Source: an optimization exercise on an open RTL-to-GDS flow (aim: small area and few clock cycles per item). Production flows keep margins and buffers that such runs may drop. Only simulation tests tie the RTL to the original design; equivalence was not proved.

==> flow/design.v, too long to show whole: its modules and the start of the top module <==
// module argb_unpremultiply_pixel_top: 989 lines
module argb_unpremultiply_pixel_top (
    input  logic       i_clk,
    input  logic       i_rst_n,
    input  logic       i_valid,
    output logic       o_stall,
    input  logic [7:0] i_alpha,
    input  logic [7:0] i_red_in,
    input  logic [7:0] i_green_in,
    input  logic [7:0] i_blue_in,
    input  logic       i_region_end_in,
    output logic       o_valid,
    input  logic       i_stall,
    output logic [7:0] o_red_out,
    output logic [7:0] o_green_out,
    output logic [7:0] o_blue_out,
    output logic       o_wrapped,
    output logic       o_region_end_out
);
  // ...
==> flow/run.sh <==
#!/bin/bash
# synth_recipe.tcl (not shown) runs the flow's synth.tcl, then flattens the netlist and writes it again
# the make line also repeats each setting of config.mk as NAME=value (left out here)
make -C /OpenROAD-flow-scripts/flow DESIGN_CONFIG=/design/flow/config.mk WORK_HOME=/design/flow/orfs CLKGATE_MAP_FILE= SYNTH_SCRIPT=/design/flow/synth_recipe.tcl finish
==> flow/config.mk <==
export PLATFORM = sky130hd
export DESIGN_NAME = argb_unpremultiply_pixel_top
export DESIGN_NICKNAME = argb_unpremultiply_pixel_top
export VERILOG_FILES = /design/flow/design.v
export SDC_FILE = /design/flow/constraint.sdc
export NUM_CORES = 4
export LEC_CHECK = 0
export ABC_AREA = 1
export CAP_MARGIN = 20
export CORE_MARGIN = 2
export CORE_UTILIZATION = 60
export PLACE_DENSITY = 0.75
export SLEW_MARGIN = 20
==> flow/constraint.sdc <==
create_clock -name core_clock -period 9.5 [get_ports {i_clk}]
set_input_delay 1.9000 -clock core_clock [delete_from_list [all_inputs] [get_ports {i_clk}]]
set_output_delay 1.9000 -clock core_clock [all_outputs]
set_load 0.01 [all_outputs]
==> run notes, run 1 <==
The run finished with no timing, DRC or antenna violations. The cell taking the most area after synthesis is edfxtp_1. For this block, the initial DRC count from the detailed router was 1155. The synthesized netlist devotes 6.11% of its cell area to compound gates. The number of rows in the core area came out at 60.

The multi-input gate count came out at 1991. The number of cells on the critical path is 64. The overall die area is 28200 sq um. Dividing the detail-routed via count by the number of cells gives 5.46.

Registers take 3340 sq um. The number of H-tree levels came out at 3. The maximum number of pins on one net before global-route repair is 67. The number of antenna violations at the first check in global routing is 0. The kind of start point of the critical path is a flop. The last weighted congestion value of the routability-driven placer is 0.915.

Leaving out fill and tap cells, the most frequent cells in the layout are nand2_1 (813), nand3_1 (349), inv_1 (287). The met2 demand-to-capacity share in global routing is 53.1%. The data required time at the worst endpoint came out at 7.60 ns.

Non-clock buffering takes up 6.38% of total cell area after layout. The first-pass iteration count of the detailed router is 6. The number of violations of the max-capacitance limit is 0. The clock network latency to the later pin of the worst-skew pair is 0.36 ns. Counting both buffers and inverters, the worst setup path holds a total of 4. Of all flip-flops after synthesis, the portion carrying an async set or reset was 0%. The routed layout has 15800 vias. After synthesis, the largest family of logic cells by area is simple AND/OR/NAND/NOR gates. The kind of end point of the critical path is a primary output.

The flow inserted 341 tap cells. After detailed routing, the met2 layer carries 21.3 mm of wire. Yosys mapped a number of flops with a built-in enable equal to 110. The layout clock buffer count came out at 10. The critical path's top delay family is simple AND/OR/NAND/NOR gates.

The signal arrival time at the worst endpoint came out at 7.26 ns. Detailed routing placed a total of 1.96 mm of wire on met3. The count of inserted antenna diode cells came out at 0. The area of the mapped netlist is 16100 sq um.
Testbench counts, summed over its fixed seeds: cycles 12,016, items 12,000.
==> run 2: changes to the inputs <==
==> flow/flow/run.sh (new file) <==
#!/bin/bash
# Own layout flow: the standard flow (standard.sh, all ORFS steps) with two changes:
#  1. synthesis: ABC maps the logic with flow/abc_map.script instead of ORFS's script
#     (every other synthesis step, the flip-flop mapping included, is synth_recipe.tcl's);
#  2. the port buffers that global placement inserts are sky130_fd_sc_hd__buf_1.
# make's full output goes to own_flow.log; ORFS keeps each step's log under orfs/logs/.
set -euo pipefail
W=$PWD
F=$W/flow
{
  printf 'proc abc {args} {\n'
  printf '  set i [lsearch -exact $args -script]\n'
  printf '  if {$i >= 0} { lset args [expr {$i + 1}] %s }\n' "$F/abc_map.script"
  printf '  yosys abc {*}$args\n'
  printf '}\n'
  cat "$W/synth_recipe.tcl"
} > "$W/own_synth.tcl"
python3 - "$W" <<'PY'
import sys, re, shlex
w = sys.argv[1]
s = open(w + "/standard.sh").read()
s, n = re.subn(r"SYNTH_SCRIPT=\S+", "SYNTH_SCRIPT=" + shlex.quote(w + "/own_synth.tcl")
               + " " + shlex.quote("BUFFER_PORTS_ARGS=-buffer_cell sky130_fd_sc_hd__buf_1"), s)
assert n == 1, "SYNTH_SCRIPT not found in standard.sh"
open(w + "/own_standard.sh", "w").write(s)
PY
bash "$W/own_standard.sh" > "$W/own_flow.log" 2>&1
==> flow/flow/abc_map.script (new file) <==
strash; dch; map; topo; dnsize -c; stime -c
==> flow/standard.sh (new file) <==
#!/bin/bash
# synth_recipe.tcl (not shown) runs the flow's synth.tcl, then flattens the netlist and writes it again
# the make line also repeats each setting of config.mk as NAME=value (left out here)
make -C /OpenROAD-flow-scripts/flow DESIGN_CONFIG=/design/flow/config.mk WORK_HOME=/design/flow/orfs CLKGATE_MAP_FILE= SYNTH_SCRIPT=/design/flow/synth_recipe.tcl "${@:-finish}"
--- a/flow/config.mk
+++ b/flow/config.mk
@@ -5,9 +5,8 @@
 export SDC_FILE = /design/flow/constraint.sdc
 export NUM_CORES = 4
 export LEC_CHECK = 0
-export ABC_AREA = 1
 export CAP_MARGIN = 20
 export CORE_MARGIN = 2
-export CORE_UTILIZATION = 60
-export PLACE_DENSITY = 0.75
+export CORE_UTILIZATION = 40
+export PLACE_DENSITY = 0.6
 export SLEW_MARGIN = 20
removed: flow/run.sh
==> run 2 against run 1 <==
Effect of this change:
- sequential cell count unchanged
- worst setup slack improved by 0.26 ns
- highest routed layer unchanged
- maximum frequency increased by 2.9%
- still clean on timing, DRC and antenna
- utilization decreased by 18 points
- cell count increased by 8.7%
- non-clock buffer count increased by 53
- wire length increased by 6.8%
- area after synthesis decreased by 6.0%
==> run notes, run 2 <==
The share of cells above drive strength 1 was 13.4% (was 17.4%). The net count of the mapped netlist is 2500 (was 2556). The area of the mapped netlist was 15200 sq um (was 16100 sq um). The data required time at the worst endpoint is 7.60 ns (about the same). The last weighted congestion value of the routability-driven placer is 0.925 (was 0.915). The synthesized instance count was 2457 (was 2513). The number of ports placed on the die boundary is 65 (unchanged). The placement-stage worst setup slack came out at -0.129 ns (was -0.0567 ns). The total via count after detailed routing came to 16500 (was 15800). Setup repair after global routing missed its margin: true (unchanged). The count of antenna-violating nets left after detailed routing was 0 (unchanged).

The via count of the first global-routing pass was 14900 (was 14400). The met3 track demand over resource is 1.93% (was 2.68%). The minimum clock period after layout is 8.90 ns (was 9.16 ns). The total CTS buffers came out at 9 (unchanged). The highest-utilization routing layer at the global route stage is met2 (unchanged).

The number of sinks handled by clock tree synthesis came out at 112 (unchanged). Outcome: finished clean (unchanged). The number of design rule violations left after detail routing came out at 0 (unchanged). The headroom to the max-slew limit came out at 24.5% (was 32.8%).

The mean routed wirelength per cell is 14.5 microns (was 14.8 microns). The largest buffer count on any clock path is 2 (unchanged). The average instance area after synthesis is 6.18 sq um (was 6.43 sq um).

The root cell of the clock tree is clkbuf_16 (unchanged). The most common cell after layout, fill and taps aside is nand2_1 (unchanged). The area growth from synthesis to layout is 19.6% (was 10.2%). The sequential share of the synthesized area is 22.0% (was 20.7%). The sum of routed wire length over all layers was 45.7 mm (was 42.8 mm). The maximum single-stage delay on the critical path is 0.42 ns (was 0.46 ns). The register-to-register setup slack was 0.73 ns (was 0.93 ns). The area share of the largest cell type after synthesis came out at 21.8% (was 20.5%). The number of synthesized flops with an enable pin came out at 110 (unchanged). The count of input and output buffers is 64 (unchanged). The sum of negative setup slack was 0 ns (unchanged). The final design area excluding fillers was 18100 sq um (was 17800 sq um).

Biggest area contributors in the synthesized netlist: edfxtp_1 (22%), nand2_1 (19%), xor2_1 (13%), nand3_1 (9.3%), clkinv_1 (6.9%) (was edfxtp_1 (20%), nand2_1 (20%), nand3_1 (11%), xor2_1 (11%), inv_1 (6.7%)). The fraction of the cycle the final worst path needs is 93.7% (was 96.4%). The actual slew at the worst max-slew pin is 1.10 ns (was 1.01 ns). The height of the chip came out at 199 microns (was 168 microns). The met1 track utilization from global routing is 30.0% (was 35.8%). The number of warnings printed during yosys synthesis came out at 1 (unchanged). The classification of the worst-slack hold path was flop to flop (unchanged). The clock network latency to the later pin of the worst-skew pair is 0.37 ns (was 0.36 ns). The post-DP HPWL came out at 34.7 mm (was 32.0 mm). The most frequent cell after synthesis is nand2_1 (unchanged). The via density per instance came out at 5.24 (was 5.46). The initial standard-cell utilization of the core is 40.5% (was 60.4%). The async set-or-reset flop fraction in the synthesized netlist came to 0% (unchanged). The worst clock skew on the final layout is 0.0110 ns (was 0.0175 ns). The count of final hold-check violations was 0 (unchanged).

The number of antenna violations at the first check in global routing is 0 (unchanged). The first-pass GRT wire length came to 73.5 mm (was 68.0 mm).

Leading cell types in the layout, fill and taps excluded: nand2_1 (734), clkinv_1 (275), nand3_1 (266) (was nand2_1 (813), nand3_1 (349), inv_1 (287)). The count of different cell masters after synthesis is 43 (was 57). The kind of end point of the critical path was a primary output (unchanged).

The count of inserted antenna diode cells is 0 (unchanged). The number of hold-repair buffers added at the cts stage came out at 0 (unchanged). Cell types with the highest counts after synthesis: nand2_1 (762), nand3_1 (282), clkinv_1 (279) (was nand2_1 (867), nand3_1 (360), inv_1 (290)). The cell with the largest stage delay on the worst path was edfxtp_1 (unchanged).

The global route total overflow is 0 (unchanged). The floorplan core area came out at 37500 sq um (was 26700 sq um). The die span in x is 199 microns (was 168 microns).

The top flip-flop cell by instance count after synthesis is edfxtp_1 (unchanged). The post-CTS clock slew at the launch and capture registers of the worst setup and hold paths came to 0.07 ns (was 0.08 ns). The largest driver fanout on the critical path came out at 7 (was 8). The met2 demand-to-capacity share in global routing is 39.7% (was 53.1%). The fill cell total of the finished layout is 3863 (was 2406). The DRC marker count from the first detailed-route iteration is 828 (was 1155). The cell taking the most area after synthesis is edfxtp_1 (unchanged). The kind of start point of the critical path was a flop (unchanged).

The maximum number of pins on one net before global-route repair is 58 (was 67). The signal arrival time at the worst endpoint is 7.00 ns (was 7.26 ns). The first-pass iteration count of the detailed router is 5 (was 6). The cell with the most instances on the worst path is nand2_1 (was nand2_2). The max-slew violation total from the final report came out at 0 (unchanged). The cell area after placement is 16500 sq um (about the same).

The number of violations of the max-capacitance limit was 0 (unchanged). The number of H-tree levels is 3 (unchanged). The total of flip-flops plus latches after synthesis is 112 (unchanged).

The worst setup margin is 0.599 ns (was 0.337 ns). The overall die area is 39500 sq um (was 28200 sq um). The total track usage came to 22.9% (was 29.2%). The CTS tree is done (unchanged). The hold slack came to 0.446 ns (was 0.426 ns). The net total in the final layout is 2682 (was 2599).

The number of failing setup endpoints in the final timing report is 0 (unchanged). The maximum clock frequency came out at 112 MHz (was 109 MHz). The path type of the worst setup path is flop to primary output (unchanged). The number of rows in the core area came out at 71 (was 60).
-- run 2: logic make-up after synthesis --
| group | share of synthesized area [%] |
|---|---|
| buffers and inverters | 7.55 |
| AOI/OAI and AO/OA | 14.8 |
| adders and majority gates | 0.957 |
| and+or+nand+nor | 39.5 |
| DFF | 22.0 |
| xor gates and xnor gates | 15.2 |
-- run 2: stage by stage --
stage                     util, %  instances
after floorplan                 -       2457
after global placement       44.1       3094
after detailed placement     44.1       3095
after CTS                    44.9       3111
after global routing         48.4       3155
final                        48.4       3155
-- run 2: layout make-up --
type                       count  area, sq um  share of cell area [%]
clock buffer                  10          229                    1.26
clock inverter                 6         43.8                   0.241
inverter                     279         1050                    5.81
multi-input combinational   2055        11700                    64.4
sequential                   112         3340                    18.4
tap                          511          639                    3.52
timing repair buffer         182         1160                    6.38
-- run 2: routing by layer --
metal  wire length, microns  vias to the layer above  share of wire, %
met5                      0                        -                 0
li1                       -                     8638                 -
met2                  21900                      305                48
met3                   1700                       67               3.7
met4                   1270                        0               2.8
met1                  20900                     7516                46
-- run 2: worst paths after layout --
| kind | startpoint | to | cells after the start |
|---|---|---|---|
| max | s2_a[0]$_DFFE_PN_ | o_blue_out[0] | 52 |
| min | s1_end$_DFFE_PN_ | s2_end$_DFFE_PN_ | 0 |
| max reg2reg | s1_g_c[1]$_DFFE_PN_ | s2_g_rem[0]$_DFFE_PN_ | 60 |
| min reg2reg | s1_end$_DFFE_PN_ | s2_end$_DFFE_PN_ | 0 |
-- run 2: critical path: cells and delay by family, from the launching register on --
family,cells,cell delay [ns]
buffers and inverters,5,0.82
AOI/OAI and AO/OA,25,2.65
and+or+nand+nor,17,1.68
adders and majority gates,2,0.57
xor gates and xnor gates,3,0.48
DFF,1,0.42
-- run 2: what timing repair did --
action	in CTS	in global routing
pin swaps	1	68
cloned	0	3
resized for setup	12	250
endpoints found under the setup margin	3	52
hold endpoints to repair	0	0
buffers inserted	0	41
==> run 3: changes to the inputs <==
--- a/flow/config.mk
+++ b/flow/config.mk
@@ -7,6 +7,6 @@
 export LEC_CHECK = 0
 export CAP_MARGIN = 20
 export CORE_MARGIN = 2
-export CORE_UTILIZATION = 40
-export PLACE_DENSITY = 0.6
+export CORE_UTILIZATION = 60
+export PLACE_DENSITY = 0.75
 export SLEW_MARGIN = 20
==> run 3 against run 2 <==
Effect of this change:
- synthesized cell count did not move
- global-route usage increased by 9.1 points
- cell count fell by 6.2%
- non-clock buffer count is 14 lower
- die area decreased by 33%
- critical endpoint is now o_red_out[0]
- largest cell class unchanged
==> run notes, run 3 <==
Outcome: finished clean (unchanged). The number of H-tree levels came out at 3 (unchanged). The data required time at the worst endpoint is 7.60 ns (about the same).

The signal arrival time at the worst endpoint was 7.11 ns (was 7.00 ns). The number of violations of the max-capacitance limit came out at 0 (unchanged). The cell with the largest stage delay on the worst path is edfxtp_1 (unchanged). The number of warnings printed during yosys synthesis came out at 1 (unchanged). The CTS tree is done (unchanged). The max-slew violation total from the final report came out at 0 (unchanged). The average instance area after synthesis is 6.18 sq um (unchanged). The area growth from synthesis to layout is 17.5% (was 19.6%). The overall die area came out at 26600 sq um (was 39500 sq um).

The cell with the most instances on the worst path is nand2_1 (unchanged). The hold slack is 0.427 ns (was 0.446 ns). The classification of the worst-slack hold path is flop to flop (unchanged). The initial standard-cell utilization of the core came out at 60.6% (was 40.5%). The headroom to the max-slew limit is 38.5% (was 24.5%). The number of failing setup endpoints in the final timing report came out at 0 (unchanged). The number of rows in the core area came out at 58 (was 71). The via density per instance is 5.73 (was 5.24). The count of antenna-violating nets left after detailed routing was 0 (unchanged). The number of design rule violations left after detail routing came out at 0 (unchanged). The total of flip-flops plus latches after synthesis is 112 (unchanged).

The total CTS buffers is 9 (unchanged). The sequential share of the synthesized area is 22.0% (unchanged). The fraction of the cycle the final worst path needs is 94.8% (was 93.7%).

The maximum single-stage delay on the critical path came out at 0.38 ns (was 0.42 ns). The DRC marker count from the first detailed-route iteration is 1234 (was 828).

The most frequent cell after synthesis is nand2_1 (unchanged). The post-DP HPWL came out at 32.5 mm (was 34.7 mm). The global route total overflow came out at 0 (unchanged). The area of the mapped netlist is 15200 sq um (unchanged). The path type of the worst setup path is flop to primary output (unchanged). The height of the chip is 163 microns (was 199 microns). The maximum number of pins on one net before global-route repair is 58 (unchanged).

The final core utilization is 71.2% (was 48.4%). The largest buffer count on any clock path came out at 2 (unchanged).

The first-pass iteration count of the detailed router is 7 (was 5). Setup repair after global routing missed its margin: true (unchanged). The number of hold-repair buffers added at the cts stage came to 0 (unchanged). Biggest area contributors in the synthesized netlist: edfxtp_1 (22%), nand2_1 (19%), xor2_1 (13%), nand3_1 (9.3%), clkinv_1 (6.9%) (unchanged). The via count of the first global-routing pass came out at 14900 (about the same). The minimum clock period after layout was 9.01 ns (was 8.90 ns). The root cell of the clock tree was clkbuf_16 (unchanged). The net count of the mapped netlist came to 2500 (unchanged). The net total in the final layout came out at 2668 (was 2682). The number of ports placed on the die boundary was 65 (unchanged).

The count of input and output buffers came out at 64 (unchanged). The die span in x came out at 163 microns (was 199 microns). The floorplan core area came out at 25000 sq um (was 37500 sq um). The kind of end point of the critical path is a primary output (unchanged). The cell taking the most area after synthesis was edfxtp_1 (unchanged).

The kind of start point of the critical path is a flop (unchanged). The mean routed wirelength per cell came out at 15.1 microns (was 14.5 microns). The last weighted congestion value of the routability-driven placer came to 0.925 (about the same). The share of cells above drive strength 1 came out at 12.7% (was 13.4%). The most common cell after layout, fill and taps aside is nand2_1 (unchanged). The actual slew at the worst max-slew pin is 0.923 ns (was 1.10 ns). The critical path's top delay family is compound AO/OA/AOI/OAI gates (unchanged).

The largest driver fanout on the critical path was 8 (was 7). The total via count after detailed routing is 17000 (was 16500). The sum of routed wire length over all layers is 44.6 mm (was 45.7 mm). Cell types with the highest counts after synthesis: nand2_1 (762), nand3_1 (282), clkinv_1 (279) (unchanged). The first-pass GRT wire length is 69.5 mm (was 73.5 mm).

The maximum clock frequency is 111 MHz (was 112 MHz). The count of inserted antenna diode cells came to 0 (unchanged). The total buffers and inverters traversed by the critical path came to 5 (unchanged). The area share of the largest cell type after synthesis came out at 21.8% (unchanged).

The clock network latency to the later pin of the worst-skew pair came to 0.37 ns (about the same). The synthesized instance count came out at 2457 (unchanged). The count of final hold-check violations is 0 (unchanged). The count of different cell masters after synthesis is 43 (unchanged).

The number of antenna violations at the first check in global routing came out at 0 (unchanged). The total track usage came out at 32.0% (was 22.9%). Leading cell types in the layout, fill and taps excluded: nand2_1 (742), clkinv_1 (272), nand3_1 (266) (was nand2_1 (734), clkinv_1 (275), nand3_1 (266)). The post-CTS clock slew at the launch and capture registers of the worst setup and hold paths came out at 0.08 ns (was 0.07 ns). The worst clock skew on the final layout came out at 0.0114 ns (was 0.0110 ns). The number of synthesized flops with an enable pin came out at 110 (unchanged). The async set-or-reset flop fraction in the synthesized netlist came to 0% (unchanged). The top flip-flop cell by instance count after synthesis is edfxtp_1 (unchanged). The number of sinks handled by clock tree synthesis came out at 112 (unchanged).
run 3: worst reg2reg max path: cells and delay by family (launching register included):
kind	cells	cell delay, ns
compound gates	9	1.57
xor+xnor	2	0.41
simple gates	35	4.21
buf+inv	11	1.56
flops	1	0.43
fa+ha+maj	2	0.38
run 3: per-stage QoR:
step / area [sq um] / cells / setup TNS (ns) / setup slack, ns
floorplan: 15200 / 2457 / 0 / 0.205
CTS: 16500 / 2910 / -0.0345 / -0.0345
global placement: 16200 / 2894 / -0.0658 / -0.0658
detailed placement: 16200 / 2894 / -1.58 / -0.202
global route: 17800 / 2960 / -2.54 / -0.186
finish: 17800 / 2960 / 0 / 0.492
run 3: cell families (layout without fill, tap and decap cells):
logic type / count (synthesis) / in the layout / share of synthesized area, %
adder cells (fa/ha/maj): 13 / 13 / 0.957
AND/OR/NAND/NOR: 1404 / 1404 / 39.5
flip-flops: 112 / 112 / 22.0
XOR/XNOR: 263 / 263 / 15.2
AO/OA/AOI/OAI: 373 / 375 / 14.8
buffers and inverters: 292 / 463 / 7.55
run 3: routing by layer:
layer	vias to the layer above	track usage, %	wire length, microns
met3	81	2.16	2370
met1	7733	40.6	19000
li1	8620	-	-
met2	516	57.4	21900
met4	0	11.4	1340
met5	-	0	0
run 3: path summary, 6_finish.rpt:
check             cells after the start                     to                start  slack [ns]
hold / removal                        0       s2_end$_DFFE_PN_     s1_end$_DFFE_PN_        0.43
setup / recovery                     57           o_red_out[0]    s2_a[0]$_DFFE_PN_        0.49
hold reg to reg                       0       s2_end$_DFFE_PN_     s1_end$_DFFE_PN_        0.43
setup reg to reg                     59  s2_r_rem[0]$_DFFE_PN_  s1_r_c[1]$_DFFE_PN_        0.68
run 3: repair_timing:
| action | in CTS | in global routing |
|---|---|---|
| cloned | 0 | 3 |
| setup endpoints to repair | 17 | 52 |
| gates resized for setup | 17 | 240 |
| pin swaps | 0 | 47 |
| buffers inserted | 0 | 47 |
run 3: layout make-up:
class                           instances  area (sq um)
Clock buffer                            9           225
Fill cell                            2192          7200
Multi-Input combinational cell       2055         11700
Clock inverter                          7          95.1
Inverter                              279          1060
Timing Repair Buffer                  168          1030
Tap cell                              330           413
Sequential cell                       112          3340
==> run 4: changes to the inputs <==
==> flow/flow/abc_map.script (replaced) <==
strash
dch
map -D 5000
topo
buffer -c
topo
dnsize -c -D 5000
stime -c
==> run 4 against run 3 <==
Effect of this change:
- hold slack got worse by 0.0034 ns
- design area up 2.8%
- critical path type unchanged
- via count rose by 3.4%
- largest cell class unchanged
- sequential share of layout area down 0.51 points
- clock skew is 0.0050 ns higher
==> run notes, run 4 <==
The total buffers and inverters traversed by the critical path came out at 4 (was 5). The post-CTS clock slew at the launch and capture registers of the worst setup and hold paths came out at 0.08 ns (about the same). Biggest area contributors in the synthesized netlist: edfxtp_1 (21%), nand2_1 (18%), xor2_1 (13%), nand3_1 (9.1%), inv_1 (6.6%) (was edfxtp_1 (22%), nand2_1 (19%), xor2_1 (13%), nand3_1 (9.3%), clkinv_1 (6.9%)). The via density per instance is 5.80 (was 5.73). The sum of routed wire length over all layers is 49.2 mm (was 44.6 mm). The number of ports placed on the die boundary is 65 (unchanged). The minimum clock period after layout is 9.11 ns (was 9.01 ns).

The kind of end point of the critical path is a primary output (unchanged). The number of H-tree levels is 3 (unchanged). The first-pass iteration count of the detailed router came out at 6 (was 7).

The count of different cell masters after synthesis is 52 (was 43). The number of rows in the core area is 58 (unchanged). The first-pass GRT wire length came to 73.7 mm (was 69.5 mm). The synthesized instance count is 2560 (was 2457).

The cell area after placement came out at 16500 sq um (was 16200 sq um). The max-slew violation total from the final report came out at 0 (unchanged). The startpoint of the lowest-slack hold path is s1_end$_DFFE_PN_ (unchanged). The sum of negative setup slack came to 0 ns (unchanged).

The via count of the first global-routing pass is 14900 (about the same). Leading cell types in the layout, fill and taps excluded: nand2_1 (733), inv_1 (270), nand3_1 (259) (was nand2_1 (742), clkinv_1 (272), nand3_1 (266)). The total of flip-flops plus latches after synthesis is 112 (unchanged).

The total track usage came out at 33.9% (was 32.0%). The number of hold-repair buffers added at the cts stage is 0 (unchanged). The area growth from synthesis to layout is 17.6% (was 17.5%). The net count of the mapped netlist is 2603 (was 2500). The kind of start point of the critical path was a flop (unchanged). The root cell of the clock tree is clkbuf_16 (unchanged). The die span in x was 165 microns (was 163 microns). The number of failing setup endpoints in the final timing report is 0 (unchanged). The worst reg-to-reg path cell count is 63 (was 59).

The routed metal-1 wire length came out at 19.9 mm (was 19.0 mm). The post-DP HPWL is 35.7 mm (was 32.5 mm). The height of the chip is 165 microns (was 163 microns). The overall die area is 27300 sq um (was 26600 sq um).

The count of final hold-check violations is 0 (unchanged). The net total in the final layout came to 2727 (was 2668). The headroom to the max-slew limit is 29.7% (was 38.5%). Cell types with the highest counts after synthesis: nand2_1 (762), nand3_1 (282), inv_1 (274) (was nand2_1 (762), nand3_1 (282), clkinv_1 (279)).

The data required time at the worst endpoint is 7.60 ns (about the same). The cell with the largest stage delay on the worst path is edfxtp_1 (unchanged).

Setup repair after global routing missed its margin: true (unchanged). The cell with the most instances on the worst path is nand2_1 (unchanged). The clock network latency to the later pin of the worst-skew pair came out at 0.38 ns (was 0.37 ns). The global route total overflow came out at 0 (unchanged).

The maximum single-stage delay on the critical path is 0.48 ns (was 0.38 ns). The average instance area after synthesis came out at 6.09 sq um (was 6.18 sq um). The launch instance of the worst register-to-register path is s1_r_c[1]$_DFFE_PN_ (unchanged). The number of warnings printed during yosys synthesis came out at 1 (unchanged).

The initial standard-cell utilization of the core came out at 61.5% (was 60.6%). The classification of the worst-slack hold path was flop to flop (unchanged). The actual slew at the worst max-slew pin was 1.05 ns (was 0.923 ns).

Outcome: finished clean (unchanged). The DRC marker count from the first detailed-route iteration came to 1640 (was 1234). The count of antenna-violating nets left after detailed routing came out at 0 (unchanged). The share of cells above drive strength 1 came out at 15.2% (was 12.7%). The number of cells on the critical path came out at 53 (was 57). The count of input and output buffers came to 64 (unchanged). The total via count after detailed routing came out at 17500 (was 17000).

The most frequent cell after synthesis is nand2_1 (unchanged). The mean routed wirelength per cell is 16.3 microns (was 15.1 microns). The cell taking the most area after synthesis is edfxtp_1 (unchanged). The sequential share of the synthesized area is 21.5% (was 22.0%).

The CTS tree is done (unchanged). The number of violations of the max-capacitance limit came to 0 (unchanged). The critical path startpoint was s2_a[1]$_DFFE_PN_ (was s2_a[0]$_DFFE_PN_). The maximum number of pins on one net before global-route repair is 58 (unchanged). The number of instances on the worst hold path is 0 (unchanged). The largest driver fanout on the critical path is 7 (was 8). The final core utilization is 72.4% (was 71.2%).

The number of design rule violations left after detail routing came out at 0 (unchanged). The most common cell after layout, fill and taps aside is nand2_1 (unchanged). The total CTS buffers came to 9 (unchanged). The path type of the worst setup path is flop to primary output (unchanged).

The final design area excluding fillers is 18300 sq um (was 17800 sq um). The total met3 wirelength after detailed routing is 3.68 mm (was 2.37 mm). The number of sinks handled by clock tree synthesis is 112 (unchanged). The length of routed met2 wiring is 23.4 mm (was 21.9 mm). The floorplan core area is 25300 sq um (was 25000 sq um). The async set-or-reset flop fraction in the synthesized netlist came out at 0% (unchanged). The signal arrival time at the worst endpoint came to 7.21 ns (was 7.11 ns). The maximum clock frequency is 110 MHz (was 111 MHz). The top flip-flop cell by instance count after synthesis is edfxtp_1 (unchanged). The fraction of the cycle the final worst path needs came out at 95.9% (was 94.8%). The count of inserted antenna diode cells came to 0 (unchanged). The last weighted congestion value of the routability-driven placer came out at 0.970 (was 0.925). The number of synthesized flops with an enable pin is 110 (unchanged). The worst clock skew on the final layout came out at 0.0164 ns (was 0.0114 ns). The area share of the largest cell type after synthesis came out at 21.2% (was 21.8%). The top metal layer carrying routed signals was met4 (unchanged). The area of the mapped netlist came out at 15600 sq um (was 15200 sq um). The critical path's top delay family was compound AO/OA/AOI/OAI gates (unchanged). The number of antenna violations at the first check in global routing is 0 (unchanged).

The largest buffer count on any clock path came to 2 (unchanged).
-- run 4: path summary, 6_finish.rpt --
check	to	slack [ns]
min reg2reg	s2_end$_DFFE_PN_	0.42
max reg2reg	s2_r_rem[0]$_DFFE_PN_	0.48
max	o_green_out[0]	0.39
min	s2_end$_DFFE_PN_	0.42
-- run 4: cell type report --
cell class,count,area (sq um)
repair inverters,1,7.51
clock inverters,7,96.3
repair buffers,228,1490
well taps,330,413
flip-flops and latches,112,3340
inverters,279,1050
clock buffers,9,225
multi-input cells,2053,11700
fillers,2170,6990
-- run 4: metrics by stage --
stage / worst slack, ns / instances / hold slack, ns
after floorplan: 0.775 / 2560 / 0.400
after global placement: 0.0569 / 2939 / 0.401
after detailed placement: -0.174 / 2939 / 0.407
after CTS: -0.0527 / 2961 / 0.425
after global routing: -0.291 / 3019 / 0.441
final: 0.393 / 3019 / 0.424
-- run 4: kinds of logic (layout without fill, tap and decap cells) --
group / after synthesis / count (layout) / share of synthesized area [%]
adder cells (fa/ha/maj): 13 / 13 / 0.931
AO/OA/AOI/OAI: 373 / 373 / 14.4
flip-flops: 112 / 112 / 21.5
buffers and inverters: 395 / 524 / 9.92
XOR/XNOR: 263 / 263 / 14.8
AND/OR/NAND/NOR: 1404 / 1404 / 38.5
-- run 4: timing repair --
item,in CTS,in global routing
pin swaps,5,88
cloned,0,2
endpoints found under the setup margin,10,52
setup buffers,6,56
resized for setup,28,250
-- run 4: per-layer routing --
| layer | vias up | global-route usage [%] |
|---|---|---|
| met5 | - | 0 |
| met4 | 0 | 14.2 |
| met3 | 146 | 3.50 |
| met2 | 706 | 58.2 |
| met1 | 7973 | 43.4 |
| li1 | 8700 | - |
==> run 5: changes to the inputs <==
==> flow/flow/abc_map.script (replaced) <==
strash
dch
map -D 6000
topo
buffer -c
topo
dnsize -c -D 6000
stime -c
==> run 5 against run 4 <==
Effect of this change:
- the run now fails in global routing
- area after synthesis is 4.2% lower
- synthesized cell count is 6.9% lower
==> run notes, run 5 <==
Outcome: aborted with a tool error (was finished clean). The run ended at global routing. The tool reported: "[ERROR GRT-0183] Net net812: the 3D maze router ran out of legal paths (heap underflow) - the net is boxed in by local congestion or blockages". The number of synthesized flops with an enable pin is 110 (unchanged).

Cell types with the highest counts after synthesis: nand2_1 (672), inv_1 (285), xor2_1 (253) (was nand2_1 (762), nand3_1 (282), inv_1 (274)). The last weighted congestion value of the routability-driven placer came to 0.936 (was 0.970). The post-DP HPWL was 35.4 mm (was 35.7 mm). The net count of the mapped netlist came out at 2426 (was 2603). The area of the mapped netlist came to 14900 sq um (was 15600 sq um). The number of hold-repair buffers added at the cts stage is 0 (unchanged).

The largest buffer count on any clock path is 2 (unchanged). The height of the chip is 162 microns (was 165 microns). The multiplexer area fraction after synthesis is 0% (unchanged). The cell area after placement was 18000 sq um (was 16500 sq um). The number of ports placed on the die boundary is 65 (unchanged). The root cell of the clock tree is clkbuf_16 (unchanged). The die span in x came to 162 microns (was 165 microns). Entering global routing, the biggest net connects 58 pins. The async set-or-reset flop fraction in the synthesized netlist came out at 0% (unchanged). The total CTS buffers was 9 (unchanged).

The initial standard-cell utilization of the core came out at 61.2% (was 61.5%). The count of different cell masters after synthesis is 47 (was 52). The top flip-flop cell by instance count after synthesis is edfxtp_1 (unchanged). The parity-gate share of the synthesized area counting xor and xnor cells is 17.9% (was 14.8%). The number of rows in the core area was 57 (was 58). The cell taking the most area after synthesis is edfxtp_1 (unchanged). The post-synthesis adder-cell area fraction is 1.58% (was 0.931%). The average instance area after synthesis came out at 6.26 sq um (was 6.09 sq um). The number of sinks handled by clock tree synthesis is 112 (unchanged). The main combinational cell family by area after synthesis is simple AND/OR/NAND/NOR gates (unchanged). The most frequent cell after synthesis is nand2_1 (unchanged). The area share of the largest cell type after synthesis is 22.1% (was 21.2%). The number of H-tree levels is 3 (unchanged). The synthesized instance count came out at 2383 (was 2560). The total of flip-flops plus latches after synthesis came out at 112 (unchanged). The fraction of the mapped netlist area in compound gates came out at 14.6% (was 14.4%).

The number of warnings printed during yosys synthesis came out at 1 (unchanged). Biggest area contributors in the synthesized netlist: edfxtp_1 (22%), nand2_1 (17%), xor2_1 (15%), inv_1 (7.2%), nand3_1 (6.4%) (was edfxtp_1 (21%), nand2_1 (18%), xor2_1 (13%), nand3_1 (9.1%), inv_1 (6.6%)). The sequential share of the synthesized area is 22.4% (was 21.5%).

The count of input and output buffers is 64 (unchanged). The simple-gate share of the synthesized area is 33.4% (was 38.5%).
run 5: cell families after synthesis:
| logic type | count (synthesis) |
|---|---|
| flops | 112 |
| buf+inv | 387 |
| simple gates | 1185 |
| xor+xnor | 305 |
| compound gates | 372 |
| fa+ha+maj | 22 |
run 5: how the worst min path moves through the flow:
stage | endpoint | slack, ns | depth (start not counted)
floorplan | s2_end$_DFFE_PN_ | 0.40 | 0
global placement | s2_end$_DFFE_PN_ | 0.40 | 0
CTS | s2_end$_DFFE_PN_ | 0.43 | 0
detailed placement | s2_end$_DFFE_PN_ | 0.41 | 0
run 5: repair_timing:
action | 4_1_cts
resized for setup | 167
hold endpoints to repair | 0
endpoints found under the setup margin | 36
pin swaps | 124
setup buffers | 219
run 5: metrics by stage:
| stage | TNS [ns] | std cells | util (%) | setup slack (ns) |
|---|---|---|---|---|
| CTS | -0.475 | 3269 | 83.6 | -0.169 |
| detailed placement | -16.66 | 3035 | 73.6 | -0.728 |
| global placement | -4.55 | 3035 | 73.6 | -0.371 |
| floorplan | -0.0218 | 2383 | - | -0.0120 |
==> run 6: changes to the inputs <==
==> flow/flow/run.sh (replaced) <==
#!/bin/bash
# Own layout flow: the standard flow (standard.sh, all ORFS steps, standard synthesis)
# with one change: the port buffers that global placement inserts are
# sky130_fd_sc_hd__buf_1 cells (buffer_ports -buffer_cell) instead of ORFS's pick.
# make's full output goes to own_flow.log; ORFS keeps each step's log under orfs/logs/.
set -euo pipefail
W=$PWD
python3 - "$W" <<'PY'
import sys, re, shlex
w = sys.argv[1]
s = open(w + "/standard.sh").read()
s, n = re.subn(r"(SYNTH_SCRIPT=\S+)", lambda m: m.group(1) + " "
               + shlex.quote("BUFFER_PORTS_ARGS=-buffer_cell sky130_fd_sc_hd__buf_1"), s)
assert n == 1, "SYNTH_SCRIPT not found in standard.sh"
open(w + "/own_standard.sh", "w").write(s)
PY
bash "$W/own_standard.sh" > "$W/own_flow.log" 2>&1
--- a/flow/config.mk
+++ b/flow/config.mk
@@ -5,8 +5,10 @@
 export SDC_FILE = /design/flow/constraint.sdc
 export NUM_CORES = 4
 export LEC_CHECK = 0
+export ABC_AREA = 1
 export CAP_MARGIN = 20
 export CORE_MARGIN = 2
 export CORE_UTILIZATION = 60
 export PLACE_DENSITY = 0.75
+export SETUP_SLACK_MARGIN = -0.2
 export SLEW_MARGIN = 20
removed: flow/flow/abc_map.script
==> run 6 against run 5 <==
Effect of this change:
- now clean on timing, DRC and antenna
- synthesized cell count increased by 5.5%
- area after synthesis increased by 8.2%
==> run notes, run 6 <==
Outcome: finished clean (was aborted with a tool error). Counting instances, the worst hold path has a depth of 0. The via count of the first global-routing pass is 14100. The most numerous cell type found on the critical path is nand2_1.

The net total in the final layout is 2592. The largest buffer count on any clock path came out at 2 (unchanged). The total track usage came out at 28.9%. The post-CTS clock slew at the launch and capture registers of the worst setup and hold paths is 0.09 ns.

The count of final hold-check violations is 0. The share of cells above drive strength 1 is 15.1%. Leaving out fill and tap cells, the most frequent cell in the layout is nand2_1. Together, buffers and inverters on the worst path number 3. The cell area after placement was 16100 sq um (was 18000 sq um). The number of H-tree levels is 3 (unchanged). The synthesized instance count is 2513 (was 2383). The worst setup path is launched from a flop. The actual slew at the worst max-slew pin is 0.898 ns. The DRC marker count from the first detailed-route iteration is 1105.

The path type of the worst setup path is flop to primary output. The main combinational cell family by area after synthesis is simple AND/OR/NAND/NOR gates (unchanged). The first-pass iteration count of the detailed router came out at 6. The top flip-flop cell by instance count after synthesis is edfxtp_1 (unchanged). The critical path's top delay family is simple AND/OR/NAND/NOR gates.

The slowest stage of the critical path is the edfxtp_1 cell. For flop-to-flop paths, the worst setup slack is 0.75 ns. The number of synthesized flops with an enable pin is 110 (unchanged). Max-cap violations in this run came to 0. The number of rows in the core area came to 60 (was 57). The async set-or-reset flop fraction in the synthesized netlist is 0% (unchanged). The post-synthesis adder-cell area fraction came out at 0.597% (was 1.58%). The number of sinks handled by clock tree synthesis came out at 112 (unchanged). The fraction of the mapped netlist area in compound gates came out at 6.11% (was 14.6%). Cell types with the highest counts after synthesis: nand2_1 (867), nand3_1 (360), inv_1 (290) (was nand2_1 (672), inv_1 (285), xor2_1 (253)).

Biggest area contributors in the synthesized netlist: edfxtp_1 (20%), nand2_1 (20%), nand3_1 (11%), xor2_1 (11%), inv_1 (6.7%) (was edfxtp_1 (22%), nand2_1 (17%), xor2_1 (15%), inv_1 (7.2%), nand3_1 (6.4%)). The via density per instance is 5.47. In this run the worst path has a maximum fanout of 5. The area of the mapped netlist is 16100 sq um (was 14900 sq um). The signal arrival time at the worst endpoint is 7.29 ns.

The sum of negative setup slack is 0 ns. The max-slew violation total from the final report came out at 0. The maximum number of pins on one net before global-route repair came out at 61. The die span in x is 168 microns (was 162 microns).

The area share of the largest cell type after synthesis was 20.5% (was 22.1%). The startpoint of the lowest-slack hold path is s1_end$_DFFE_PN_. The height of the chip was 168 microns (was 162 microns).

The root cell of the clock tree is clkbuf_16 (unchanged). The number of warnings printed during yosys synthesis came out at 1 (unchanged). The multiplexer area fraction after synthesis came to 0% (unchanged). The library cells used most frequently in the layout, excluding fill and tap cells, are nand2_1 (837), nand3_1 (352), inv_1 (287). The count of input and output buffers is 64 (unchanged). The area growth from synthesis to layout came out at 5.22%. The clock network latency to the later pin of the worst-skew pair came out at 0.38 ns. The data required time at the worst endpoint came out at 7.60 ns. The overall die area came out at 28200 sq um. The routed design has 41.8 mm of wire.

The first-pass GRT wire length came out at 67.5 mm. The cell taking the most area after synthesis was edfxtp_1 (unchanged). The headroom to the max-slew limit came out at 40.1%. The total of flip-flops plus latches after synthesis came out at 112 (unchanged). The worst reg-to-reg path cell count came out at 71.

The placement-stage worst setup slack is 0.382 ns (was -0.728 ns). Detailed routing inserted a total of 15800 vias. The parity-gate share of the synthesized area counting xor and xnor cells came out at 13.6% (was 17.9%).

The total CTS buffers is 9 (unchanged). The global route total overflow came out at 0. Fill cells in the final layout number 2498. The count of different cell masters after synthesis came out at 57 (was 47). The post-DP HPWL came to 31.8 mm (was 35.4 mm). The fraction of the cycle the final worst path needs is 96.7%.

The average instance area after synthesis was 6.43 sq um (was 6.26 sq um). The simple-gate share of the synthesized area came out at 45.9% (was 33.4%). The number of failing setup endpoints in the final timing report came out at 0. The number of ports placed on the die boundary came out at 65 (unchanged). Setup repair after global routing could not meet its margin everywhere. The initial standard-cell utilization of the core was 60.4% (was 61.2%). The CTS tree is done. The floorplan core area is 26700 sq um. The endpoint identified for the worst register-to-register timing path is s2_r_rem[0]$_DFFE_PN_. The maximum single-stage delay on the critical path is 0.44 ns.

The worst setup margin came out at 0.312 ns. The min-delay analysis places its worst path in the category flop to flop. The net count of the mapped netlist is 2556 (was 2426). The number of antenna violations at the first check in global routing is 0. The routed design could run at a clock period as short as 9.19 ns. The maximum clock frequency came out at 109 MHz. The mean routed wirelength per cell is 14.5 microns. The final design area excluding fillers is 17000 sq um. The last weighted congestion value of the routability-driven placer is 0.896 (was 0.936). Clock skew on the completed layout was measured at 0.0207 ns. The count of nets left with antenna violations once routing finished came out at 0. The final core utilization is 63.6%. The count of inserted antenna diode cells is 0. The number of design rule violations left after detail routing came out at 0.

The worst setup path is captured at a primary output. For hold timing, the worst endpoint is s2_end$_DFFE_PN_. The launch instance of the worst register-to-register path is s1_r_c[1]$_DFFE_PN_. The most frequent cell after synthesis was nand2_1 (unchanged). The sequential share of the synthesized area is 20.7% (was 22.4%).
run 6: logic make-up after synthesis:
kind of cell / Yosys count
and+or+nand+nor: 1571
buffers and inverters: 413
DFF: 112
xor gates and xnor gates: 246
AOI/OAI and AO/OA: 163
adders and majority gates: 8
run 6: layout make-up:
cell class / instances / area [sq um] / area share [%]
flip-flops and latches: 112 / 3340 / 19.7
well taps: 341 / 427 / 2.51
clock inverters: 7 / 72.6 / 0.427
repair buffers: 120 / 666 / 3.92
clock buffers: 9 / 225 / 1.33
multi-input cells: 1993 / 11100 / 65.1
repair inverters: 1 / 5.00 / 0.0295
inverters: 312 / 1180 / 6.97
run 6: how the worst max path moves through the flow:
| stage | depth (start not counted) | from | to | slack [ns] |
|---|---|---|---|---|
| final | 62 | s2_a[1]$_DFFE_PN_ | o_green_out[0] | 0.31 |
| after global routing | 62 | s2_a[1]$_DFFE_PN_ | o_green_out[0] | -0.40 |
| after global placement | 55 | i_alpha[6] | s1_b_rem[2]$_DFFE_PN_ | 0.60 |
| after floorplan | 51 | i_blue_in[5] | s1_b_rem[2]$_DFFE_PN_ | 1.46 |
| after CTS | 63 | s2_a[1]$_DFFE_PN_ | o_blue_out[0] | -0.00008 |
| after detailed placement | 55 | i_alpha[6] | s1_b_rem[2]$_DFFE_PN_ | 0.38 |
run 6: per-layer routing:
metal / wire [microns] / global-route usage, % / vias up / share of wire [%]
met4: 1010 / 9.30 / 0 / 2.4
met3: 1810 / 3.10 / 65 / 4.3
met1: 18400 / 35.8 / 7259 / 44
li1: - / - / 8097 / -
met5: 0 / 0 / - / 0
met2: 20700 / 52.7 / 418 / 49
run 6: per-stage QoR:
stage	instances	hold slack, ns
after floorplan	2513	0.400
after global placement	2850	0.407
after detailed placement	2850	0.407
after CTS	2866	0.428
after global routing	2895	0.440
final	2895	0.430
run 6: repair_timing:
action	4_1_cts	5_1_grt
gates resized for setup	0	93
hold endpoints to repair	0	0
hold buffers	0	0
setup buffers	0	23
setup endpoints to repair	0	29
==> run 7: changes to the inputs <==
--- a/flow/config.mk
+++ b/flow/config.mk
@@ -10,5 +10,5 @@
 export CORE_MARGIN = 2
 export CORE_UTILIZATION = 60
 export PLACE_DENSITY = 0.75
-export SETUP_SLACK_MARGIN = -0.2
+export SETUP_SLACK_MARGIN = -0.3
 export SLEW_MARGIN = 20
==> run 7 against run 6 <==
Effect of this change:
- count of clock-buffer cells in the layout unchanged
- non-clock buffer count decreased by 2
- clock skew increased by 0.0014 ns
- global-route usage unchanged
==> run notes, run 7 <==
Outcome: finished clean (unchanged). The post-DP HPWL is 31.8 mm (unchanged). The number of rows in the core area is 60 (unchanged). The fill cell total of the finished layout is 2509 (was 2498). The kind of start point of the critical path is a flop (unchanged).

The top flip-flop cell by instance count after synthesis is edfxtp_1 (unchanged). The area of the mapped netlist came to 16100 sq um (unchanged). The number of sinks handled by clock tree synthesis came to 112 (unchanged). The destination of the critical timing path is o_green_out[0] (unchanged).

The number of H-tree levels came out at 3 (unchanged). The count of inserted antenna diode cells is 0 (unchanged). The cell with the largest stage delay on the worst path is edfxtp_1 (unchanged). The largest driver fanout on the critical path is 5 (unchanged). The number of antenna violations at the first check in global routing is 0 (unchanged).

The critical path's top delay family was simple AND/OR/NAND/NOR gates (unchanged). The area of the multi-input gates is 11000 sq um (was 11100 sq um). The most common cell after layout, fill and taps aside was nand2_1 (unchanged). The sequential share of the synthesized area came to 20.7% (unchanged).

The path type of the worst setup path was flop to primary output (unchanged). The number of violations of the max-capacitance limit is 0 (unchanged). The cell taking the most area after synthesis was edfxtp_1 (unchanged).

The headroom to the max-slew limit came out at 40.4% (was 40.1%). The count of different cell masters after synthesis is 57 (unchanged). The actual slew at the worst max-slew pin came out at 0.893 ns (was 0.898 ns). The post-route non-filler standard cell count is 2893 (was 2895). The number of failing setup endpoints in the final timing report is 0 (unchanged).

The total buffers and inverters traversed by the critical path is 3 (unchanged). The average instance area after synthesis came to 6.43 sq um (unchanged). Cell types with the highest counts after synthesis: nand2_1 (867), nand3_1 (360), inv_1 (290) (unchanged).

The signal arrival time at the worst endpoint came out at 7.20 ns (was 7.29 ns). The post-CTS clock slew at the launch and capture registers of the worst setup and hold paths is 0.09 ns (about the same). The cell with the most instances on the worst path is nand2_1 (unchanged). The clock network latency to the later pin of the worst-skew pair came out at 0.38 ns (about the same). The CTS tree is done (unchanged).

The overall die area came out at 28200 sq um (unchanged). The count of antenna-violating nets left after detailed routing is 0 (unchanged).

The minimum clock period after layout is 9.10 ns (was 9.19 ns). The sequential cell area is 3340 sq um (unchanged). The last weighted congestion value of the routability-driven placer is 0.896 (unchanged). The max-slew violation total from the final report came to 0 (unchanged). The launch instance of the worst register-to-register path is s1_r_c[1]$_DFFE_PN_ (unchanged).

The data required time at the worst endpoint came out at 7.60 ns (about the same). The root cell of the clock tree was clkbuf_16 (unchanged). The endpoint of the worst register-to-register path was s2_r_rem[0]$_DFFE_PN_ (unchanged). The first-pass iteration count of the detailed router is 7 (was 6).

The floorplan core area is 26700 sq um (unchanged). The area growth from synthesis to layout came out at 4.61% (was 5.22%). The hold slack is 0.430 ns (about the same). The mean routed wirelength per cell is 14.4 microns (was 14.5 microns). The worst clock skew on the final layout came out at 0.0220 ns (was 0.0207 ns). The count of final hold-check violations was 0 (unchanged).

The maximum clock frequency came out at 110 MHz (was 109 MHz). The global route total overflow is 0 (unchanged). The maximum single-stage delay on the critical path is 0.44 ns (about the same).

The maximum number of pins on one net before global-route repair is 61 (unchanged). The number of cells on the critical path is 61 (was 62). The classification of the worst-slack hold path was flop to flop (unchanged).

Setup repair after global routing missed its margin: true (unchanged). The number of design rule violations left after detail routing is 0 (unchanged). The number of synthesized flops with an enable pin came out at 110 (unchanged).

The synthesized instance count came out at 2513 (unchanged). The total track usage is 28.9% (unchanged). The initial standard-cell utilization of the core came out at 60.4% (unchanged).

The share of cells above drive strength 1 was 14.2% (was 15.1%). The total via count after detailed routing was 15700 (was 15800). The number of ports placed on the die boundary came out at 65 (unchanged). The sum of routed wire length over all layers was 41.6 mm (was 41.8 mm).

The total CTS buffers is 9 (unchanged). The register-to-register setup slack was 0.60 ns (was 0.75 ns). The kind of end point of the critical path was a primary output (unchanged). The number of warnings printed during yosys synthesis was 1 (unchanged). The via density per instance is 5.42 (was 5.47).

The largest buffer count on any clock path came out at 2 (unchanged). The area share of the largest cell type after synthesis is 20.5% (unchanged).

The total of flip-flops plus latches after synthesis came to 112 (unchanged). The fraction of the cycle the final worst path needs is 95.8% (was 96.7%). The number of placed cells counting well taps came out at 2850 (unchanged). The startpoint of the lowest-slack hold path is s1_end$_DFFE_PN_ (unchanged). The height of the chip is 168 microns (unchanged). The via count of the first global-routing pass was 14100 (unchanged). The sum of negative setup slack came out at 0 ns (unchanged). Leading cell types in the layout, fill and taps excluded: nand2_1 (848), nand3_1 (356), inv_1 (288) (was nand2_1 (837), nand3_1 (352), inv_1 (287)). The net total in the final layout came out at 2590 (was 2592). The async set-or-reset flop fraction in the synthesized netlist is 0% (unchanged). The count of input and output buffers is 64 (unchanged). The most frequent cell after synthesis was nand2_1 (unchanged). The first-pass GRT wire length came out at 67.5 mm (unchanged). The worst reg-to-reg path cell count came to 71 (unchanged). The net count of the mapped netlist is 2556 (unchanged). The die span in x is 168 microns (unchanged). The critical path startpoint was s2_a[1]$_DFFE_PN_ (unchanged).

Biggest area contributors in the synthesized netlist: edfxtp_1 (20%), nand2_1 (20%), nand3_1 (11%), xor2_1 (11%), inv_1 (6.7%) (unchanged). The DRC marker count from the first detailed-route iteration was 1092 (was 1105).
## run 7: cell counts after synthesis
Identical to the previous run, type by type.
## run 7: kinds of logic (layout without fill, tap and decap cells)
kind of cell	after synthesis	in the layout	share of synthesized area, %
compound gates	163	163	6.11
xor+xnor	246	246	13.6
buf+inv	413	447	13.1
fa+ha+maj	8	8	0.597
flops	112	112	20.7
simple gates	1571	1576	45.9
## run 7: metrics by stage
step                      setup WS [ns]  utilization, %  instance area, sq um
after floorplan                    1.46               -                 16100
after global placement            0.597            60.3                 16100
after detailed placement          0.382            60.3                 16100
after CTS                    -0.0000844            61.4                 16400
after global routing             -0.405            63.2                 16900
final                             0.399            63.2                 16900
## run 7: timing repair
item                       4_1_cts  5_1_grt
setup endpoints to repair        0       17
resized for setup                0       71
hold buffers                     0        0
buffers inserted                 0       21
## run 7: worst min path at each step
stage,endpoint,slack (ns),cells past startpoint
finish,s2_end$_DFFE_PN_,0.43,0
global route,s2_end$_DFFE_PN_,0.44,0
CTS,s2_end$_DFFE_PN_,0.43,0
detailed placement,s2_end$_DFFE_PN_,0.41,0
global placement,s2_end$_DFFE_PN_,0.41,0
floorplan,s2_end$_DFFE_PN_,0.40,0
## run 7: layer usage
layer / vias up / global-route usage (%) / part of all wire (%)
met2: 386 / 52.7 / 49
met4: 0 / 9.30 / 2.5
li1: 8095 / - / -
met1: 7132 / 35.8 / 44
met3: 64 / 3.10 / 4.3
met5: - / 0 / 0
## run 7: final cells by class
type / count / share of cell area [%]
Tap cell: 341 / 2.53
Clock inverter: 7 / 0.430
Inverter: 312 / 7.01
Sequential cell: 112 / 19.8
Clock buffer: 9 / 1.33
Timing Repair Buffer: 118 / 3.85
Timing Repair inverter: 1 / 0.0296
Multi-Input combinational cell: 1993 / 65.0
==> run 8: changes to the inputs <==
--- a/flow/config.mk
+++ b/flow/config.mk
@@ -10,5 +10,5 @@
 export CORE_MARGIN = 2
 export CORE_UTILIZATION = 60
 export PLACE_DENSITY = 0.75
-export SETUP_SLACK_MARGIN = -0.3
+export SETUP_SLACK_MARGIN = -0.45
 export SLEW_MARGIN = 20
==> run 8 against run 7 <==
Effect of this change:
- global-route usage is the same
- critical path depth is the same
- synthesized cell count is the same
- sequential share of layout area grew 0.17 points
- clock skew shrank 0.0014 ns
- non-clock buffer count shrank 6
==> run notes, run 8 <==
Outcome: finished clean (unchanged). The count of input and output buffers came out at 64 (unchanged). The number of ports placed on the die boundary came out at 65 (unchanged).

The main combinational cell family by area after synthesis is simple AND/OR/NAND/NOR gates (unchanged). The number of failing setup endpoints in the final timing report is 0 (unchanged). The net count of the mapped netlist came out at 2556 (unchanged). The overall die area came out at 28200 sq um (unchanged). The most frequent cell after synthesis is nand2_1 (unchanged).

The CTS tree is done (unchanged). The worst clock skew on the final layout is 0.0206 ns (was 0.0220 ns). The synthesized instance count came out at 2513 (unchanged). The total CTS buffers came to 9 (unchanged). The kind of end point of the critical path was a primary output (unchanged). The last weighted congestion value of the routability-driven placer is 0.896 (unchanged). Setup repair after global routing missed its margin: true (unchanged). Biggest area contributors in the synthesized netlist: edfxtp_1 (20%), nand2_1 (20%), nand3_1 (11%), xor2_1 (11%), inv_1 (6.7%) (unchanged). The via count of the first global-routing pass came out at 14100 (unchanged). The parity-gate share of the synthesized area counting xor and xnor cells came to 13.6% (unchanged). The hold slack came out at 0.430 ns (about the same). The max-slew violation total from the final report is 0 (unchanged). The sequential share of the synthesized area is 20.7% (unchanged). The floorplan core area was 26700 sq um (unchanged).

The maximum single-stage delay on the critical path came out at 0.44 ns (about the same). The net total in the final layout was 2583 (was 2590). The cell area after placement came to 16100 sq um (unchanged). The cell with the largest stage delay on the worst path is edfxtp_1 (unchanged).

The fraction of the cycle the final worst path needs came out at 97.4% (was 95.8%). The register-to-register setup slack is 0.58 ns (was 0.60 ns). The share of cells above drive strength 1 came out at 13.3% (was 14.2%). The height of the chip was 168 microns (unchanged). The initial standard-cell utilization of the core is 60.4% (unchanged). Leading cell types in the layout, fill and taps excluded: nand2_1 (859), nand3_1 (358), inv_1 (288) (was nand2_1 (848), nand3_1 (356), inv_1 (288)). The total via count after detailed routing is 15700 (about the same). The number of hold-repair buffers added at the cts stage came to 0 (unchanged). The count of final hold-check violations came out at 0 (unchanged). The DRC marker count from the first detailed-route iteration is 1129 (was 1092).

The root cell of the clock tree was clkbuf_16 (unchanged). The async set-or-reset flop fraction in the synthesized netlist is 0% (unchanged). The top flip-flop cell by instance count after synthesis is edfxtp_1 (unchanged).

The total track usage is 28.9% (unchanged). The clock network latency to the later pin of the worst-skew pair came to 0.38 ns (about the same). The total of flip-flops plus latches after synthesis came out at 112 (unchanged).

The sequential cell area came to 3340 sq um (unchanged). The number of synthesized flops with an enable pin came to 110 (unchanged). The maximum number of pins on one net before global-route repair came to 61 (unchanged). The kind of start point of the critical path is a flop (unchanged). The actual slew at the worst max-slew pin is 0.909 ns (was 0.893 ns). The largest driver fanout on the critical path came out at 5 (unchanged).

The signal arrival time at the worst endpoint came to 7.35 ns (was 7.20 ns). The cell taking the most area after synthesis is edfxtp_1 (unchanged). The post-synthesis adder-cell area fraction came out at 0.597% (unchanged). The number of design rule violations left after detail routing is 0 (unchanged).

The die span in x is 168 microns (unchanged). The first-pass GRT wire length came out at 67.5 mm (unchanged). The path type of the worst setup path is flop to primary output (unchanged).

The largest buffer count on any clock path came out at 2 (unchanged). The area of the mapped netlist came out at 16100 sq um (unchanged). The average instance area after synthesis was 6.43 sq um (unchanged).

The number of antenna violations at the first check in global routing is 0 (unchanged). The sum of routed wire length over all layers came out at 41.4 mm (was 41.6 mm). The number of violations of the max-capacitance limit came out at 0 (unchanged). The number of rows in the core area was 60 (unchanged). The area share of the largest cell type after synthesis came out at 20.5% (unchanged). The maximum clock frequency is 108 MHz (was 110 MHz). The count of antenna-violating nets left after detailed routing is 0 (unchanged). The post-DP HPWL is 31.8 mm (unchanged). The post-CTS clock slew at the launch and capture registers of the worst setup and hold paths is 0.09 ns (about the same). The most common cell after layout, fill and taps aside is nand2_1 (unchanged). The post-route non-filler standard cell count is 2886 (was 2893).

The data required time at the worst endpoint came to 7.60 ns (about the same). The via density per instance is 5.44 (was 5.42). The final design area excluding fillers is 16700 sq um (was 16900 sq um). The number of placed cells counting well taps is 2850 (unchanged). The simple-gate share of the synthesized area is 45.9% (unchanged). The fill cell total of the finished layout is 2526 (was 2509). Cell types with the highest counts after synthesis: nand2_1 (867), nand3_1 (360), inv_1 (290) (unchanged).

The fraction of the mapped netlist area in compound gates is 6.11% (unchanged). The mean routed wirelength per cell is 14.3 microns (was 14.4 microns). The headroom to the max-slew limit came out at 39.3% (was 40.4%). The number of warnings printed during yosys synthesis is 1 (unchanged). The cell with the most instances on the worst path is nand2_1 (unchanged). The classification of the worst-slack hold path is flop to flop (unchanged). The multiplexer area fraction after synthesis is 0% (unchanged). The first-pass iteration count of the detailed router came out at 7 (unchanged). The number of H-tree levels came out at 3 (unchanged).

The sum of negative setup slack came out at 0 ns (unchanged). The number of sinks handled by clock tree synthesis is 112 (unchanged). The area growth from synthesis to layout came out at 3.72% (was 4.61%). The global route total overflow came out at 0 (unchanged). The area of the multi-input gates is 10900 sq um (was 11000 sq um). The count of inserted antenna diode cells is 0 (unchanged). The count of different cell masters after synthesis came out at 57 (unchanged).

The minimum clock period after layout came out at 9.25 ns (was 9.10 ns).
run 8: cell counts after synthesis:
Identical to the previous run, type by type.
run 8: repair_timing:
item / 4_1_cts / 5_1_grt
setup buffers: 0 / 15
endpoints found under the setup margin: 0 / 10
gates resized for setup: 0 / 46
run 8: path summary, 6_finish.rpt:
kind / from / cells after the start / to
setup / recovery: s2_a[1]$_DFFE_PN_ / 61 / o_green_out[0]
hold reg to reg: s1_end$_DFFE_PN_ / 0 / s2_end$_DFFE_PN_
setup reg to reg: s1_b_c[1]$_DFFE_PN_ / 74 / s2_b_rem[5]$_DFFE_PN_
hold / removal: s1_end$_DFFE_PN_ / 0 / s2_end$_DFFE_PN_
run 8: per-stage QoR:
step,setup slack (ns),util (%)
floorplan,1.46,-
global placement,0.597,60.3
detailed placement,0.382,60.3
CTS,-0.0000844,61.4
global route,-0.636,62.7
finish,0.248,62.7
run 8: final cells by class:
type | count | share of cell area (%)
clock buffer | 9 | 1.34
clock inverter | 7 | 0.433
inverter | 312 | 7.07
multi-input combinational | 1992 | 65.0
sequential | 112 | 20.0
tap | 341 | 2.55
timing repair buffer | 112 | 3.62
timing repair inverter | 1 | 0.0299
run 8: routing by layer:
metal  GRT usage (%)  up-vias  part of all wire [%]  routed length [microns]
met4            9.30        0                   2.6                     1070
met5               0        -                     0                        0
met2            52.7      438                    49                    20200
li1                -     8077                     -                        -
met3            3.10       70                   5.1                     2090
met1            35.8     7119                    43                    18000
run 8: kinds of logic (layout without fill, tap and decap cells):
| family | count (synthesis) | after routing |
|---|---|---|
| xor gates and xnor gates | 246 | 246 |
| buffers and inverters | 413 | 441 |
| adders and majority gates | 8 | 8 |
| AOI/OAI and AO/OA | 163 | 163 |
| DFF | 112 | 112 |
| and+or+nand+nor | 1571 | 1575 |
run 8: worst max-delay path: cells and delay by family, from the launching register on:
family,cells,cell delay (ns)
AO/OA/AOI/OAI,16,2.27
XOR/XNOR,2,0.24
buffers and inverters,3,0.42
flip-flops,1,0.44
AND/OR/NAND/NOR,40,3.60

==> separate check: timing with driven ports <==
The results above use ideal ports. As a check the final layouts listed here were re-extracted and re-timed, cells and wires unchanged.
Step 1 (the two cells are an assumption about what drives the block):
set clk [get_ports {i_clk}]
set_driving_cell -lib_cell sky130_fd_sc_hd__clkbuf_16 $clk
set_driving_cell -lib_cell sky130_fd_sc_hd__buf_2 [delete_from_list [all_inputs] $clk]
Step 2 also shifts input and output timing later by t, the mid clock arrival at the registers, as if the neighbouring blocks saw the same clock.
Three values: ideal, step 1, step 2; two values: the first two.
| run | t, ns | slack for setup (ns) | worst setup path after step 2 |
|---|---|---|---|
| run 1 | 0.409 | 0.337 / 0.283 / 0.237 | input to register |
| run 2 | 0.409 | 0.599 / 0.554 / 0.452 | input to register |
| run 3 | 0.409 | 0.492 / 0.445 / 0.344 | input to register |
| run 4 | 0.422 | 0.393 / 0.341 / 0.348 | input to register |
| run 6 | 0.418 | 0.312 / 0.261 / 0.477 | input to register |
| run 7 | 0.421 | 0.399 / 0.349 / 0.353 | input to register |
| run 8 | 0.419 | 0.248 / 0.198 / 0.363 | input to register |
After both steps every run listed still meets setup and hold. For run 3, which loses most, drivers alone change the setup slack by -0.047 ns; drivers and shift together by -0.148 ns.
